This is an optimization exercise on Yosys and OpenROAD, whose aim is small area, a short achievable clock period and few clock cycles, not a production implementation.
At most, simulation tests tie the RTL to the original design; equivalence was not proved.
Power figures rest on the tool's default switching activity, not on a simulated workload.

==> run a <==
// bmp_pixel_stream_blitter_core
module bmp_pixel_stream_blitter_core (
  input  logic        clk,
  input  logic        rst,
  input  logic        pixels_valid,
  output logic        pixels_ready,
  input  logic [7:0]  pixels_pixel_byte,
  input  logic        pixels_image_start,
  output logic        writes_valid,
  input  logic        writes_ready,
  output logic [25:0] writes_write_address,
  output logic [31:0] writes_write_data,
  output logic        writes_final_write,
  input  logic        cfg_write,
  input  logic [2:0]  cfg_index,
  input  logic [19:0] cfg_data
);
Settings: LEC_CHECK=0, CAP_MARGIN=20, CORE_MARGIN=2, CORE_UTILIZATION=40, SETUP_SLACK_MARGIN=4.8, SLEW_MARGIN=20; clock period 8.0 ns.
run.sh (not shown) runs the stock make flow with config.mk's settings and CLKGATE_MAP_FILE= SYNTH_SCRIPT=/design/flow/synth_recipe.tcl, a recipe that flattens the netlist after the stock synthesis.
==> run b: changes against run a <==
==> flow/design.v (replaced) <==
`timescale 1ns / 1ps
`default_nettype none
module bpsb_add #(
  parameter int W = 26
) (
  input  logic [W-1:0] a,
  input  logic [W-1:0] b,
  input  logic         ci,
  output logic [W-1:0] s
);
  localparam int L = $clog2(W);
  logic [W-1:0] p0;
  logic [W-1:0] g [0:L];
  logic [W-1:0] p [0:L];
  logic [W:0]   c;
  assign p0 = a ^ b;
  assign g[0] = a & b;
  assign p[0] = p0;
  for (genvar l = 0; l < L; l++) begin : g_lvl
    for (genvar i = 0; i < W; i++) begin : g_bit
      if (((i >> l) & 1) == 1) begin : g_merge
        localparam int J = ((i >> l) << l) - 1;
        assign g[l+1][i] = g[l][i] | (p[l][i] & g[l][J]);
        assign p[l+1][i] = p[l][i] & p[l][J];
      end else begin : g_pass
        assign g[l+1][i] = g[l][i];
        assign p[l+1][i] = p[l][i];
      end
    end
  end
  assign c[0] = ci;
  for (genvar i = 0; i < W; i++) begin : g_carry
    assign c[i+1] = g[L][i] | (p[L][i] & ci);
  end
  assign s = p0 ^ c[W-1:0];
endmodule
`default_nettype wire
`timescale 1ns / 1ps
`default_nettype none
module bmp_pixel_stream_blitter_core (
  input  logic        clk,
  input  logic        rst,
  input  logic        pixels_valid,
  output logic        pixels_ready,
  input  logic [7:0]  pixels_pixel_byte,
  input  logic        pixels_image_start,
  output logic        writes_valid,
  input  logic        writes_ready,
  output logic [25:0] writes_write_address,
  output logic [31:0] writes_write_data,
  output logic        writes_final_write,
  input  logic        cfg_write,
  input  logic [2:0]  cfg_index,
  input  logic [19:0] cfg_data
);
  logic        c_depth;
  logic [12:0] c_w;
  logic        c_neg;
  logic [12:0] c_h;
  logic [11:0] c_xo;
  logic [11:0] c_yo;
  logic [12:0] c_pitch;
  logic [19:0] c_sh;
  logic [13:0] hmag;
  assign hmag = cfg_data[13] ? (14'd0 - cfg_data[13:0]) : cfg_data[13:0];
  always_ff @(posedge clk) begin
    if (rst) begin
      c_depth <= 1'b0;
      c_w <= '0;
      c_neg <= 1'b0;
      c_h <= '0;
      c_xo <= '0;
      c_yo <= '0;
      c_pitch <= 13'd1;
      c_sh <= '0;
    end else if (cfg_write) begin
      case (cfg_index)
        3'd0: c_depth <= cfg_data[0];
        3'd1: c_w <= (cfg_data[12:0] > 13'd4096) ? 13'd4096 : cfg_data[12:0];
        3'd2: begin
          c_neg <= cfg_data[13];
          c_h <= (hmag > 14'd4096) ? 13'd4096 : hmag[12:0];
        end
        3'd3: c_xo <= cfg_data[11:0];
        3'd4: c_yo <= cfg_data[11:0];
        3'd5: c_pitch <= cfg_data[12:0];
        3'd6: c_sh <= cfg_data[19:0];
        default: ;
      endcase
    end
  end
  logic trig;
  assign trig = cfg_write && (cfg_index >= 3'd2) && (cfg_index <= 3'd5);
  logic [1:0]  pos;        
  logic [7:0]  raw0, raw1, raw2;
  logic [1:0]  k;          
  logic [11:0] col;
  logic [12:0] row;
  logic [1:0]  pad;
  logic        idle;
  logic        wv;
  logic        wfin;
  logic [31:0] wdata;
  logic [25:0] waddr;
  logic        addr_ok;    
  logic [25:0] rb;         
  logic [25:0] rb0;        
  logic        busy;
  logic        phb;        
  logic [3:0]  step;
  assign writes_valid = wv;
  assign writes_final_write = wfin;
  assign writes_write_data = wdata;
  assign writes_write_address = waddr;
  logic [1:0] last;
  logic [1:0] lim;
  logic       st_complete;
  logic       can_complete;
  logic       accept;
  logic       start;
  logic       out_free;
  assign last = c_depth ? 2'd3 : 2'd2;
  assign lim = (pos > last) ? last : pos;
  assign st_complete = !idle && (pad == 2'd0) && (pos >= last);
  assign can_complete = !wv && addr_ok && !busy && (k == lim);
  assign pixels_ready = !st_complete || can_complete;
  assign accept = pixels_valid && pixels_ready;
  assign start = accept && pixels_image_start;
  assign out_free = !wv || writes_ready;
  logic [1:0]  pos0;
  logic [1:0]  k0;
  logic [11:0] col0;
  logic [12:0] row0;
  logic [1:0]  pad0;
  logic        idle0;
  always_comb begin
    if (pixels_image_start) begin
      pos0 = '0;
      col0 = '0;
      row0 = '0;
      pad0 = '0;
      idle0 = (c_w == '0) || (c_h == '0);
    end else begin
      pos0 = pos;
      col0 = col;
      row0 = row;
      pad0 = pad;
      idle0 = idle;
    end
  end
  logic        is_data;      
  logic        is_comp;      
  logic [12:0] col_inc;
  logic [13:0] row_inc;
  logic        row_end;
  logic        img_end;
  assign is_data = accept && !idle0 && (pad0 == 2'd0) && (pos0 < last);
  assign is_comp = accept && !idle0 && (pad0 == 2'd0) && (pos0 >= last);
  assign col_inc = {1'b0, col} + 13'd1;
  assign row_inc = {1'b0, row} + 14'd1;
  assign row_end = col_inc >= c_w;
  assign img_end = row_inc >= {1'b0, c_h};
  always_ff @(posedge clk) begin
    if (rst) begin
      pos <= '0;
      idle <= 1'b1;
      pad <= '0;
    end else if (accept) begin
      pos <= pos0;
      col <= col0;
      row <= row0;
      pad <= pad0;
      idle <= idle0;
      if (!idle0) begin
        if (pad0 != 2'd0) begin
          pad <= pad0 - 2'd1;
        end else if (pos0 < last) begin
          pos <= pos0 + 2'd1;
        end else begin
          pos <= 2'd0;
          if (row_end) begin
            col <= '0;
            row <= row_inc[12:0];
            if (img_end) idle <= 1'b1;
            else pad <= c_depth ? 2'd0 : c_w[1:0];
          end else begin
            col <= col_inc[11:0];
          end
        end
      end
    end
  end
  always_ff @(posedge clk) begin
    if (is_data) begin
      case (pos0)
        2'd0: raw0 <= pixels_pixel_byte;
        2'd1: raw1 <= pixels_pixel_byte;
        default: raw2 <= pixels_pixel_byte;
      endcase
    end
  end
  logic       sel_in;
  logic [1:0] ch;
  logic [7:0] sh_in;
  logic [4:0] sh_amt;
  logic [31:0] placed;
  logic       place_new;
  logic       place_old;
  assign k0 = start ? 2'd0 : k;
  assign sel_in = start || (k == pos) || (k == lim);
  assign ch = (st_complete && (k == lim)) ? (c_depth ? 2'd3 : 2'd2) : k;
  always_comb begin
    case (k)
      2'd0: sh_in = raw0;
      2'd1: sh_in = raw1;
      default: sh_in = raw2;
    endcase
    if (sel_in) sh_in = pixels_pixel_byte;
    case (ch)
      2'd0: sh_amt = c_sh[4:0];
      2'd1: sh_amt = c_sh[9:5];
      2'd2: sh_amt = c_sh[14:10];
      default: sh_amt = c_sh[19:15];
    endcase
  end
  assign placed = {24'd0, sh_in} << sh_amt;
  assign place_new = out_free && is_data && (k0 == pos0) && (k == 2'd0 || !pixels_image_start);
  assign place_old = out_free && !place_new && !is_comp && !start && (k < lim);
  always_ff @(posedge clk) begin
    if (is_comp || place_new || place_old) begin
      wdata <= (k == 2'd0 ? 32'd0 : wdata) | placed;
    end
  end
  always_ff @(posedge clk) begin
    if (rst || cfg_write || is_comp) begin
      k <= '0;
    end else if (place_new || place_old) begin
      k <= k + 2'd1;
    end else if (start) begin
      k <= '0;
    end
  end
  always_ff @(posedge clk) begin
    if (rst) begin
      wv <= 1'b0;
    end else if (is_comp) begin
      wv <= 1'b1;
    end else if (writes_ready) begin
      wv <= 1'b0;
    end
  end
  always_ff @(posedge clk) begin
    if (is_comp) wfin <= row_end && img_end;
  end
  logic [14:0] y;
  logic [14:0] y_r;
  logic [12:0] yr;
  logic [25:0] add_a;
  logic [25:0] add_b;
  logic        add_c;
  logic [25:0] sum;
  logic        pbit;
  logic        upd;
  assign yr = phb ? row : 13'd0;
  assign y = c_neg ? ({3'd0, c_yo} + {2'd0, yr})
                   : ({3'd0, c_yo} + {2'd0, c_h} - 15'd1 - {2'd0, yr});
  assign pbit = c_pitch[step - 4'd1];
  always_ff @(posedge clk) y_r <= y;
  always_comb begin
    add_c = 1'b0;
    if (busy) begin
      if (step != 4'd0) begin
        add_a = {rb[24:0], 1'b0};
        add_b = pbit ? {{11{y_r[14]}}, y_r} : 26'd0;
      end else begin
        add_a = rb;
        add_b = {14'd0, c_xo};
      end
    end else if (!addr_ok) begin
      add_a = rb;
      add_b = {14'd0, col};
    end else begin
      add_a = rb;
      add_b = c_neg ? {13'd0, c_pitch} : {13'h1fff, ~c_pitch};
      add_c = !c_neg;
    end
  end
  bpsb_add #(.W(26)) u_add (.a(add_a), .b(add_b), .ci(add_c), .s(sum));
  assign upd = !busy && !addr_ok && out_free;
  always_ff @(posedge clk) begin
    if (rst) begin
      busy <= 1'b0;
    end else if (trig) begin
      busy <= 1'b1;
      phb <= 1'b0;
      step <= 4'd14;
      rb <= '0;
    end else if (busy) begin
      if (step == 4'd14) begin
        rb <= '0;
        step <= 4'd13;
      end else if (step != 4'd0) begin
        rb <= sum;
        step <= step - 4'd1;
      end else if (!phb) begin
        rb0 <= sum;
        if (!start && !idle && row != 13'd0) begin
          phb <= 1'b1;
          step <= 4'd14;
          rb <= '0;
        end else begin
          busy <= 1'b0;
          rb <= sum;
        end
      end else begin
        busy <= 1'b0;
        rb <= sum;
      end
      if (phb && start) begin
        busy <= 1'b0;
        rb <= rb0;
      end
    end else if (start) begin
      rb <= rb0;
    end else if (is_comp && row_end) begin
      rb <= sum;
    end
  end
  always_ff @(posedge clk) begin
    if (rst || trig || start || is_comp || busy) begin
      addr_ok <= 1'b0;
    end else if (upd) begin
      addr_ok <= 1'b1;
    end
  end
  always_ff @(posedge clk) begin
    if (upd) waddr <= sum;
  end
endmodule
`default_nettype wire
SETUP_SLACK_MARGIN = 4.5   (was 4.8)
==> run c: changes against run a <==
--- a/flow/design.v
+++ b/flow/design.v
@@ -56,16 +56,18 @@
   logic        c_depth;
   logic [12:0] c_w;
   logic        c_neg;
   logic [12:0] c_h;
   logic [11:0] c_xo;
   logic [11:0] c_yo;
   logic [12:0] c_pitch;
   logic [19:0] c_sh;
+  logic        depth_n;
+  assign depth_n = rst ? 1'b0 : (cfg_write && cfg_index == 3'd0) ? cfg_data[0] : c_depth;
   logic [13:0] hmag;
   assign hmag = cfg_data[13] ? (14'd0 - cfg_data[13:0]) : cfg_data[13:0];
   always_ff @(posedge clk) begin
     if (rst) begin
       c_depth <= 1'b0;
       c_w <= '0;
       c_neg <= 1'b0;
       c_h <= '0;
@@ -131,55 +133,76 @@
   assign st_full = c_depth ? (pos == 2'd3) : pos[1];
   assign ns_data = !idle && !st_pad && !st_full;
   assign ns_comp = !idle && !st_pad && st_full;
   assign ns_pad = !idle && st_pad;
   assign s_idle = (c_w == 13'd0) || (c_h == 13'd0);
   assign lim_eq = (!c_depth && pos == 2'd3) ? (k == 2'd2) : (k == pos);
   assign k_lt = !lim_eq;
   assign can_complete = !wv && addr_ok && !busy && lim_eq;
-  assign pixels_ready = !ns_comp || can_complete;
+  logic rdy;
+  assign pixels_ready = rdy;
   assign accept = pixels_valid && pixels_ready;
   assign start = accept && pixels_image_start;
   assign out_free = !wv || writes_ready;
   logic is_data;      
   logic is_comp;      
   assign is_data = accept && !pixels_image_start && ns_data;
   assign is_comp = accept && !pixels_image_start && ns_comp;
   logic [12:0] col_inc;
   logic [13:0] row_inc;
   logic        row_end;
   logic        img_end;
   assign col_inc = {1'b0, col} + 13'd1;
   assign row_inc = {1'b0, row} + 14'd1;
-  assign row_end = col_inc >= c_w;
-  assign img_end = row_inc >= {1'b0, c_h};
   always_ff @(posedge clk) begin
+    row_end <= col_inc >= c_w;
+    img_end <= row_inc >= {1'b0, c_h};
+  end
+  logic [1:0] pos_n;
+  logic [1:0] pad_n;
+  logic       idle_n;
+  always_comb begin
+    pos_n = pos;
+    pad_n = pad;
+    idle_n = idle;
     if (rst) begin
-      pos <= '0;
-      idle <= 1'b1;
-      pad <= '0;
+      pos_n = '0;
+      idle_n = 1'b1;
+      pad_n = '0;
     end else if (accept) begin
       if (pixels_image_start) begin
-        pos <= s_idle ? 2'd0 : 2'd1;
-        col <= '0;
-        row <= '0;
-        pad <= '0;
-        idle <= s_idle;
+        pos_n = s_idle ? 2'd0 : 2'd1;
+        pad_n = '0;
+        idle_n = s_idle;
       end else if (ns_pad) begin
-        pad <= pad - 2'd1;
+        pad_n = pad - 2'd1;
       end else if (ns_data) begin
-        pos <= pos + 2'd1;
+        pos_n = pos + 2'd1;
       end else if (ns_comp) begin
-        pos <= 2'd0;
+        pos_n = 2'd0;
+        if (row_end) begin
+          if (img_end) idle_n = 1'b1;
+          else pad_n = c_depth ? 2'd0 : c_w[1:0];
+        end
+      end
+    end
+  end
+  always_ff @(posedge clk) begin
+    pos <= pos_n;
+    pad <= pad_n;
+    idle <= idle_n;
+    if (accept) begin
+      if (pixels_image_start) begin
+        col <= '0;
+        row <= '0;
+      end else if (!ns_pad && !ns_data && ns_comp) begin
         if (row_end) begin
           col <= '0;
           row <= row_inc[12:0];
-          if (img_end) idle <= 1'b1;
-          else pad <= c_depth ? 2'd0 : c_w[1:0];
         end else begin
           col <= col_inc[11:0];
         end
       end
     end
   end
   always_ff @(posedge clk) begin
     if (start ? !s_idle : is_data) begin
@@ -215,34 +238,32 @@
   assign placed = {24'd0, sh_in} << sh_amt;
   assign place_new = out_free && (start ? (!s_idle && k == 2'd0) : (is_data && lim_eq));
   assign place_old = out_free && k_lt && !start;
   always_ff @(posedge clk) begin
     if (is_comp || place_new || place_old) begin
       wdata <= (k == 2'd0 ? 32'd0 : wdata) | placed;
     end
   end
-  always_ff @(posedge clk) begin
+  logic [1:0] k_n;
+  always_comb begin
     if (rst || cfg_write || is_comp) begin
-      k <= '0;
+      k_n = '0;
     end else if (place_new || place_old) begin
-      k <= k + 2'd1;
+      k_n = k + 2'd1;
     end else if (start) begin
-      k <= '0;
-    end
-  end
-  always_ff @(posedge clk) begin
-    if (rst) begin
-      wv <= 1'b0;
-    end else if (is_comp) begin
-      wv <= 1'b1;
-    end else if (writes_ready) begin
-      wv <= 1'b0;
+      k_n = '0;
+    end else begin
+      k_n = k;
     end
   end
+  always_ff @(posedge clk) k <= k_n;
+  logic wv_n;
+  assign wv_n = rst ? 1'b0 : is_comp ? 1'b1 : writes_ready ? 1'b0 : wv;
+  always_ff @(posedge clk) wv <= wv_n;
   always_ff @(posedge clk) begin
     if (is_comp) wfin <= row_end && img_end;
   end
   logic [14:0] y;
   logic [14:0] y_r;
   logic [12:0] yr;
   logic        pbit;
   logic [25:0] add_a;
@@ -316,20 +337,26 @@
         end
       end
     end else if (start) begin
       rb <= rb0;
     end else if (is_comp && row_end) begin
       rb <= sum;
     end
   end
+  logic addr_ok_n;
+  assign addr_ok_n = (rst || trig || start || is_comp || busy) ? 1'b0 : upd ? 1'b1 : addr_ok;
+  always_ff @(posedge clk) addr_ok <= addr_ok_n;
+  logic busy_n;
+  assign busy_n = !rst && (trig || (busy && !(phb && start) && !(m_x && !(!phb && !start && !idle && row != 13'd0))));
+  logic st_full_n;
+  logic lim_eq_n;
+  assign st_full_n = depth_n ? (pos_n == 2'd3) : pos_n[1];
+  assign lim_eq_n = (!depth_n && pos_n == 2'd3) ? (k_n == 2'd2) : (k_n == pos_n);
   always_ff @(posedge clk) begin
-    if (rst || trig || start || is_comp || busy) begin
-      addr_ok <= 1'b0;
-    end else if (upd) begin
-      addr_ok <= 1'b1;
-    end
+    rdy <= !(!idle_n && pad_n == 2'd0 && st_full_n)
+           || (!wv_n && addr_ok_n && !busy_n && lim_eq_n && !cfg_write);
   end
   always_ff @(posedge clk) begin
     if (upd) waddr <= sum;
   end
 endmodule
 `default_nettype wire
==> summary.txt <==
period utilisation layout 43.3%; Commonest cells post-synth nand2_1, edfxtp_1, a21oi_1, dfxtp_1, nor2_1; Clk pin slew, worst setup/hold paths 0.07 ns; first-pass GRT wire length 71.7 mm; RR Endpoint rb[23]$_DFFE_PP_; Net Sw Power 1.13 mW; met1 usage 29.0%; fin util around 51%; met3 routed WL 2.37 mm; Comb power 857 uW; Arr. time, crit path 3.80 ns; Synth Area in Simple Gates about 17%; Worst Hold Endpoint c_sh[11]$_SDFFE_PP0P_; hold path start c_sh[11]$_SDFFE_PP0P_; core area 0.0407 sq mm; area delta synth->final 25.9%; GR Util met2 a little over a third; outcome complete, no violations; Least-Margin Pin Slew 1.03 ns
The numbers above come from run c.

==> summary.txt <==
Comb power ~1.4 mW; outcome complete, no violations; Least-Margin Pin Slew 1.03 ns; period utilisation layout 55.9%; met3 routed WL 3.12 mm; GR Util met2 35.3%; Arr. time, crit path 4.76 ns; core area between 0.04 and 0.05 sq mm; Net Sw Power 1.36 mW; Worst Hold Endpoint c_xo[7]$_SDFFE_PP0P_; area delta synth->final 32.4%; hold path start c_xo[7]$_SDFFE_PP0P_; Commonest cells post-synth nand2_1, edfxtp_1, a21oi_1, inv_1, dfxtp_1
The numbers above come from run b.

==> summary.txt <==
outcome complete, no violations; Comb power 836 uW; DR vias/cell 5.60; area delta synth->final 33.7%; Clk pin slew, worst setup/hold paths 0.06 ns; Net Sw Power 1.06 mW; Synth Area in Simple Gates between 15 and 20%; Worst Hold Endpoint c_sh[11]$_SDFFE_PP0P_; fin util 54.5%; met3 routed WL 2.85 mm; met1 usage 30.9%; Arr. time, crit path 2.00 ns; Commonest cells post-synth nand2_1, edfxtp_1, a21oi_1, nor2_1, dfxtp_1; GR Util met2 36.0%
The numbers above come from run a.

Testbench counts of run a, summed over its fixed seeds: cycles 38,607.
Testbench counts of run c, summed over its fixed seeds: cycles 38,607.
Only the layout flow was run in run b; the RTL was not checked for function there.

port drivers added, routing unchanged:
The results above use ideal ports. As a check the final layouts listed here were re-extracted and re-timed, cells and wires unchanged. Step 1, drivers: a clkbuf_16 drives clk and a buf_2 each remaining input, both assumed. Step 2 adds t to the input delays and takes it off the output delays; t is the mean of the earliest and latest rising clock arrival at the registers after step 1. Input paths then give back, and output paths get back, about the clock's delay inside the block. a / b / c = ideal ports / drivers / drivers and shift; a / b = the first two.
| run | t, ns | slack for setup (ns) | slew at the worst register clock pin (ns) | pins driven straight from the clock port |
|---|---|---|---|---|
| run a | 0.615 | 4.396 / 4.345 / 4.043 | 0.06 / 0.06 | 1 |
| run b | 0.587 | 3.532 / 3.532 / 3.498 | 0.06 / 0.06 | 1 |
| run c | 0.635 | 4.532 / 4.532 / 4.088 | 0.07 / 0.07 | 1 |
After both steps setup and hold are still met in every run listed. The setup slack of run c, which loses most, moves by 0.000 ns with the drivers and by -0.444 ns with both steps.
